This is an optimization exercise on Yosys and OpenROAD, whose aim is small area, a short achievable clock period and few clock cycles, not a production implementation.
Where RTL was checked, it was by simulation tests only, not by an equivalence proof against the original.

==> flow/design.v <==
package udpb_pkg;
  localparam logic [15:0] IP_VER_TOS = 16'h4500;
  localparam logic [15:0] IP_FLAGS   = 16'h4000;
  localparam logic [7:0]  PROTO_UDP  = 8'd17;
  localparam logic [15:0] LEN_BASE = 16'd28;
  localparam logic [15:0] SUM_BASE = 16'hFFE8;
  localparam logic [31:0] RST_SOURCE_ADDRESS      = 32'h0606_0600;
  localparam logic [31:0] RST_DESTINATION_ADDRESS = 32'h0;
  localparam logic [15:0] RST_SOURCE_PORT         = 16'd6666;
  localparam logic [15:0] RST_DESTINATION_PORT    = 16'd0;
  localparam logic [7:0]  RST_TIME_TO_LIVE        = 8'd50;
  function automatic logic [15:0] add16(input logic [15:0] a, input logic [15:0] b,
                                        input logic cin);
    logic [15:0] g;
    logic [15:0] p;
    logic [15:0] gg;
    logic [15:0] pp;
    logic [15:0] c;
    g  = a & b;
    p  = a ^ b;
    gg = g;
    pp = p;
    for (int l = 0; l < 4; l++) begin
      for (int i = 0; i < 16; i++) begin
        if (((i >> l) & 1) == 1) begin
          gg[i] = gg[i] | (pp[i] & gg[((i >> l) << l) - 1]);
          pp[i] = pp[i] & pp[((i >> l) << l) - 1];
        end
      end
    end
    c[0] = cin;
    for (int i = 1; i < 16; i++) c[i] = gg[i-1] | (pp[i-1] & cin);
    add16 = p ^ c;
  endfunction
  function automatic logic [15:0] oc_add(input logic [15:0] a, input logic [15:0] b);
    logic [15:0] g;
    logic [15:0] p;
    logic [15:0] gg;
    logic [15:0] pp;
    logic [15:0] c;
    g  = a & b;
    p  = a ^ b;
    gg = g;
    pp = p;
    for (int l = 0; l < 4; l++) begin
      for (int i = 0; i < 16; i++) begin
        if (((i >> l) & 1) == 1) begin
          gg[i] = gg[i] | (pp[i] & gg[((i >> l) << l) - 1]);
          pp[i] = pp[i] & pp[((i >> l) << l) - 1];
        end
      end
    end
    c[0] = gg[15];
    for (int i = 1; i < 16; i++) c[i] = gg[i-1] | (pp[i-1] & gg[15]);
    oc_add = p ^ c;
  endfunction
endpackage
module udpb_front
(
  input  logic        clk,
  input  logic        rst,
  input  logic        in_v,
  input  logic [7:0]  in_b,
  input  logic        in_last,
  input  logic        take,
  output logic        go,
  output logic        hold,
  output logic [15:0] job_sum,
  output logic [15:0] job_len,
  output logic        job_ovf
);
  logic [15:0] acc;
  logic [15:0] cnt;
  logic        odd;
  logic        ovf;
  logic        fresh;   
  logic [15:0] acc_b;
  logic [15:0] cnt_b;
  logic        odd_b;
  logic        ovf_b;
  logic        cnt_sat;
  assign go    = in_v & (~hold | take);
  assign acc_b = fresh ? udpb_pkg::SUM_BASE : acc;
  assign cnt_b = fresh ? udpb_pkg::LEN_BASE : cnt;
  assign odd_b = odd;   
  assign ovf_b = ~fresh & ovf;
  assign cnt_sat = &cnt_b;
  always_ff @(posedge clk) begin
    if (go) begin
      acc <= udpb_pkg::oc_add(acc_b, odd_b ? {8'h00, in_b} : {in_b, 8'h00});
      cnt <= cnt_sat ? cnt_b : udpb_pkg::add16(cnt_b, 16'h0000, 1'b1);
      ovf <= ovf_b | cnt_sat;
    end
  end
  always_ff @(posedge clk) begin
    if (rst) begin
      fresh <= 1'b1;
      hold  <= 1'b0;
      odd   <= 1'b0;
    end else begin
      if (go) begin
        fresh <= in_last;
        odd   <= ~odd & ~in_last;
      end
      hold <= (go & in_last) | (hold & ~take);
    end
  end
  assign job_sum = acc;
  assign job_len = cnt;
  assign job_ovf = ovf;
endmodule
module udpb_back
(
  input  logic        clk,
  input  logic        rst,
  input  logic        cfg_write,
  input  logic [31:0] sa,
  input  logic [31:0] da,
  input  logic [15:0] sp,
  input  logic [15:0] dp,
  input  logic [7:0]  ttl,
  input  logic        hold,
  input  logic [15:0] job_sum,
  input  logic [15:0] job_len,
  input  logic        job_ovf,
  output logic        take,
  input  logic        pop,
  output logic        empty,
  output logic [21:0] result
);
  logic        busy;
  logic        pre;
  logic        dirty;
  logic [3:0]  k;
  logic        empty_r;
  logic [15:0] out_word;
  logic        out_lerr;
  logic        out_eoh;
  logic [15:0] blen;
  logic        bovf;
  logic [15:0] acc_ip;
  logic [15:0] acc_udp;
  logic [3:0]  nk;    
  logic        adv;
  logic        start_pre;
  logic [15:0] word;
  assign nk        = (k == 4'd13) ? 4'd0 : k + 4'd1;
  assign adv       = busy & (pre | empty_r | pop);
  assign take      = hold & ((~busy & ~dirty) | (adv & ~pre & (nk == 4'd13)));
  assign start_pre = ~busy & dirty;
  assign empty  = empty_r;
  assign result = {out_word, k, out_lerr, out_eoh};
  always_comb begin
    case (nk)
      4'd0:    word = udpb_pkg::IP_VER_TOS;
      4'd1:    word = blen;
      4'd2:    word = 16'h0000;
      4'd3:    word = udpb_pkg::IP_FLAGS;
      4'd4:    word = {ttl, udpb_pkg::PROTO_UDP};
      4'd5:    word = ~acc_ip;
      4'd6:    word = sa[31:16];
      4'd7:    word = sa[15:0];
      4'd8:    word = da[31:16];
      4'd9:    word = da[15:0];
      4'd10:   word = sp;
      4'd11:   word = dp;
      4'd12:   word = blen;   
      default: word = (&acc_udp) ? 16'hFFFF : ~acc_udp;
    endcase
  end
  always_ff @(posedge clk) begin
    if (rst) begin
      busy    <= 1'b0;
      pre     <= 1'b0;
      dirty   <= 1'b1;
      empty_r <= 1'b1;
    end else begin
      if (take) begin
        busy <= 1'b1;
      end else if (start_pre) begin
        busy <= 1'b1;
        pre  <= 1'b1;
      end else if (adv & (nk == (pre ? 4'd10 : 4'd13))) begin
        busy <= 1'b0;
        pre  <= 1'b0;
      end
      if (cfg_write) begin
        dirty <= 1'b1;
      end else if (start_pre) begin
        dirty <= 1'b0;
      end
      if (adv) begin
        empty_r <= pre;
      end else if (pop) begin
        empty_r <= 1'b1;
      end
    end
  end
  always_ff @(posedge clk) begin
    if (start_pre) begin
      k <= 4'd3;
    end else if (adv) begin
      k <= (pre & (nk == 4'd10)) ? 4'd13 : nk;
    end
    if (take) begin
      blen    <= job_len;
      bovf    <= job_ovf;
    end else if (adv & (nk == 4'd1)) begin
      blen    <= udpb_pkg::add16(blen, 16'hFFEC, 1'b0);
    end
    if (adv) begin
      out_word <= word;
      out_lerr <= bovf;
      out_eoh  <= (nk == 4'd13);
    end
    if (adv) begin
      case (nk)
        4'd1, 4'd2, 4'd3, 4'd4, 4'd7, 4'd8, 4'd9, 4'd10:
          acc_ip <= udpb_pkg::oc_add(acc_ip, out_word);
        4'd5:    acc_ip <= out_word;   
        default: ;
      endcase
    end
    if (take) begin
      acc_udp <= {job_sum[0], job_sum[15:1]};
    end else if (adv) begin
      case (nk)
        4'd2, 4'd7, 4'd8, 4'd9, 4'd10, 4'd11, 4'd12:
          acc_udp <= udpb_pkg::oc_add(acc_udp, out_word);
        4'd3:    acc_udp <= {acc_udp[14:0], acc_udp[15]};
        default: ;
      endcase
    end
  end
endmodule
module udp_ipv4_header_builder_unit
(
  input  logic                   clk,
  input  logic                   rst,
  input  logic                   push,
  output logic                   full,
  input  logic [8:0]             item,
  output logic                   empty,
  input  logic                   pop,
  output logic [21:0]            result,
  input  logic                   cfg_write,
  input  logic [2:0]             cfg_index,
  input  logic [31:0]            cfg_data
);
  logic [31:0] sa;
  logic [31:0] da;
  logic [15:0] sp;
  logic [15:0] dp;
  logic [7:0]  ttl;
  logic        full_r;
  logic        in_v;
  logic [7:0]  in_b;
  logic        in_last;
  logic        accept;
  logic        go;
  logic        hold;
  logic        take;
  logic [15:0] job_sum;
  logic [15:0] job_len;
  logic        job_ovf;
  assign full   = full_r;
  assign accept = push & ~full_r;
  logic [31:0] wd0;   
  logic [31:0] wd1;   
  logic [4:0]  wen;
  assign wd0 = rst ? 32'h0 : cfg_data;
  assign wd1 = rst ? 32'hFFFF_FFFF : cfg_data;
  assign wen[0] = rst | (cfg_write & (cfg_index == 3'd0));
  assign wen[1] = rst | (cfg_write & (cfg_index == 3'd1));
  assign wen[2] = rst | (cfg_write & (cfg_index == 3'd2));
  assign wen[3] = rst | (cfg_write & (cfg_index == 3'd3));
  assign wen[4] = rst | (cfg_write & (cfg_index == 3'd4));
  function automatic logic [31:0] pick(input logic [31:0] rv, input logic [31:0] d0,
                                       input logic [31:0] d1);
    pick = (rv & d1) | (~rv & d0);
  endfunction
  logic [31:0] sa_d;
  logic [31:0] da_d;
  logic [31:0] sp_d;
  logic [31:0] dp_d;
  logic [31:0] ttl_d;
  assign sa_d  = pick(udpb_pkg::RST_SOURCE_ADDRESS, wd0, wd1);
  assign da_d  = pick(udpb_pkg::RST_DESTINATION_ADDRESS, wd0, wd1);
  assign sp_d  = pick(32'(udpb_pkg::RST_SOURCE_PORT), wd0, wd1);
  assign dp_d  = pick(32'(udpb_pkg::RST_DESTINATION_PORT), wd0, wd1);
  assign ttl_d = pick(32'(udpb_pkg::RST_TIME_TO_LIVE), wd0, wd1);
  always_ff @(posedge clk) begin
    if (wen[0]) sa  <= sa_d;
    if (wen[1]) da  <= da_d;
    if (wen[2]) sp  <= sp_d[15:0];
    if (wen[3]) dp  <= dp_d[15:0];
    if (wen[4]) ttl <= ttl_d[7:0];
  end
  always_ff @(posedge clk) begin
    if (rst) begin
      in_v   <= 1'b0;
      full_r <= 1'b0;
    end else begin
      in_v   <= accept | (in_v & ~go);
      full_r <= (accept | (in_v & ~go)) & ((go & in_last) | (hold & ~take));
    end
    if (accept) begin
      in_b    <= item[8:1];
      in_last <= item[0];
    end
  end
  udpb_front u_front (
    .clk     (clk),
    .rst     (rst),
    .in_v    (in_v),
    .in_b    (in_b),
    .in_last (in_last),
    .take    (take),
    .go      (go),
    .hold    (hold),
    .job_sum (job_sum),
    .job_len (job_len),
    .job_ovf (job_ovf)
  );
  udpb_back u_back (
    .clk       (clk),
    .rst       (rst),
    .cfg_write (cfg_write),
    .sa        (sa),
    .da        (da),
    .sp        (sp),
    .dp        (dp),
    .ttl       (ttl),
    .hold      (hold),
    .job_sum   (job_sum),
    .job_len   (job_len),
    .job_ovf   (job_ovf),
    .take      (take),
    .pop       (pop),
    .empty     (empty),
    .result    (result)
  );
endmodule
clock: 6.0 ns
lec_check: 0
abc_clock_period_in_ps: 2200
cap_margin: 20
core_margin: 2
core_utilization: 40
setup_slack_margin: 2.9
slew_margin: 20
standard.sh (not shown) runs the stock make flow with config.mk's settings and CLKGATE_MAP_FILE= SYNTH_SCRIPT=/design/flow/synth_recipe.tcl, a recipe that flattens the netlist after the stock synthesis.
==> flow/flow/run.sh <==
#!/bin/bash
# The standard layout (the standard.sh, synthesis unchanged) with
# settings ORFS reads from the environment:
#  - every port still gets a buffer, but of the smallest plain buffer cell
#    (buf_1, which the resizer may upsize) instead of the delay-cell-sized
#    default that buffer_ports picks;
#  - clock tree synthesis with the usual clustering but without the dummy
#    loads it otherwise adds to even out the leaf buffers' loads.
set -euo pipefail
export BUFFER_PORTS_ARGS="-buffer_cell sky130_fd_sc_hd__buf_1"
export CTS_ARGS="-sink_clustering_enable -repair_clock_nets -sink_clustering_size 32 -sink_clustering_max_diameter 70 -dont_use_dummy_load"
bash standard.sh > standard.log 2>&1
Then changed:
--- a/flow/design.v
+++ b/flow/design.v
@@ -75,4 +75,5 @@
   logic        ovf;
   logic        fresh;   
+  logic        c_sat;   
   logic [15:0] acc_b;
   logic [15:0] cnt_b;
@@ -80,4 +81,5 @@
   logic        ovf_b;
   logic        cnt_sat;
+  logic [15:0] cnt_n;
   assign go    = in_v & (~hold | take);
   assign acc_b = fresh ? udpb_pkg::SUM_BASE : acc;
@@ -85,9 +87,11 @@
   assign odd_b = odd;   
   assign ovf_b = ~fresh & ovf;
-  assign cnt_sat = &cnt_b;
+  assign cnt_sat = ~fresh & c_sat;
+  assign cnt_n   = cnt_sat ? cnt_b : udpb_pkg::add16(cnt_b, 16'h0000, 1'b1);
   always_ff @(posedge clk) begin
     if (go) begin
       acc <= udpb_pkg::oc_add(acc_b, odd_b ? {8'h00, in_b} : {in_b, 8'h00});
-      cnt <= cnt_sat ? cnt_b : udpb_pkg::add16(cnt_b, 16'h0000, 1'b1);
+      cnt   <= cnt_n;
+      c_sat <= cnt_sat | (cnt_b == 16'hFFFE);
       ovf <= ovf_b | cnt_sat;
     end
Outcome:
- clock-buffer cell count drops by 3
- core utilization shrinks by 0.95 points
- synthesized cell count rose by a few percent
- final area drops slightly
- routed wire length fell by a few percent
- non-clock buffer count goes down by 21
Testbench counts after the change, summed over its fixed seeds: cycles 55,014.
No functional check of the RTL was part of the first run of this note.

port drivers added, routing unchanged:
In the flow no input, the clock included, has a driving cell. The finished layouts below were timed again as built, in two steps.
Step 1 (the two cells are an assumption about what drives the block):
set clk [get_ports {clk}]
set_driving_cell -lib_cell sky130_fd_sc_hd__clkbuf_16 $clk
set_driving_cell -lib_cell sky130_fd_sc_hd__buf_2 [delete_from_list [all_inputs] $clk]
Step 2 adds t to the input delays and takes it off the output delays; t is the mean of the earliest and latest rising clock arrival at the registers after step 1. Input paths then give back, and output paths get back, about the clock's delay inside the block.
Three values: ideal ports, drivers, drivers and shift; two values: the first two.
run	t, ns	slack for setup (ns)	clock arrival spread, ns	slew at the worst register clock pin (ns)	cell pins on the clock port's net
the first run	0.549	2.970 / 2.989 / 2.449	0.065 / 0.065	0.11 / 0.11	1
the second run	0.522	2.989 / 2.989 / 2.583	0.083 / 0.083	0.11 / 0.11	1
After both steps setup and hold are still met in every run listed. For the first run, which loses most, drivers alone change the setup slack by +0.019 ns; drivers and shift together by -0.521 ns.
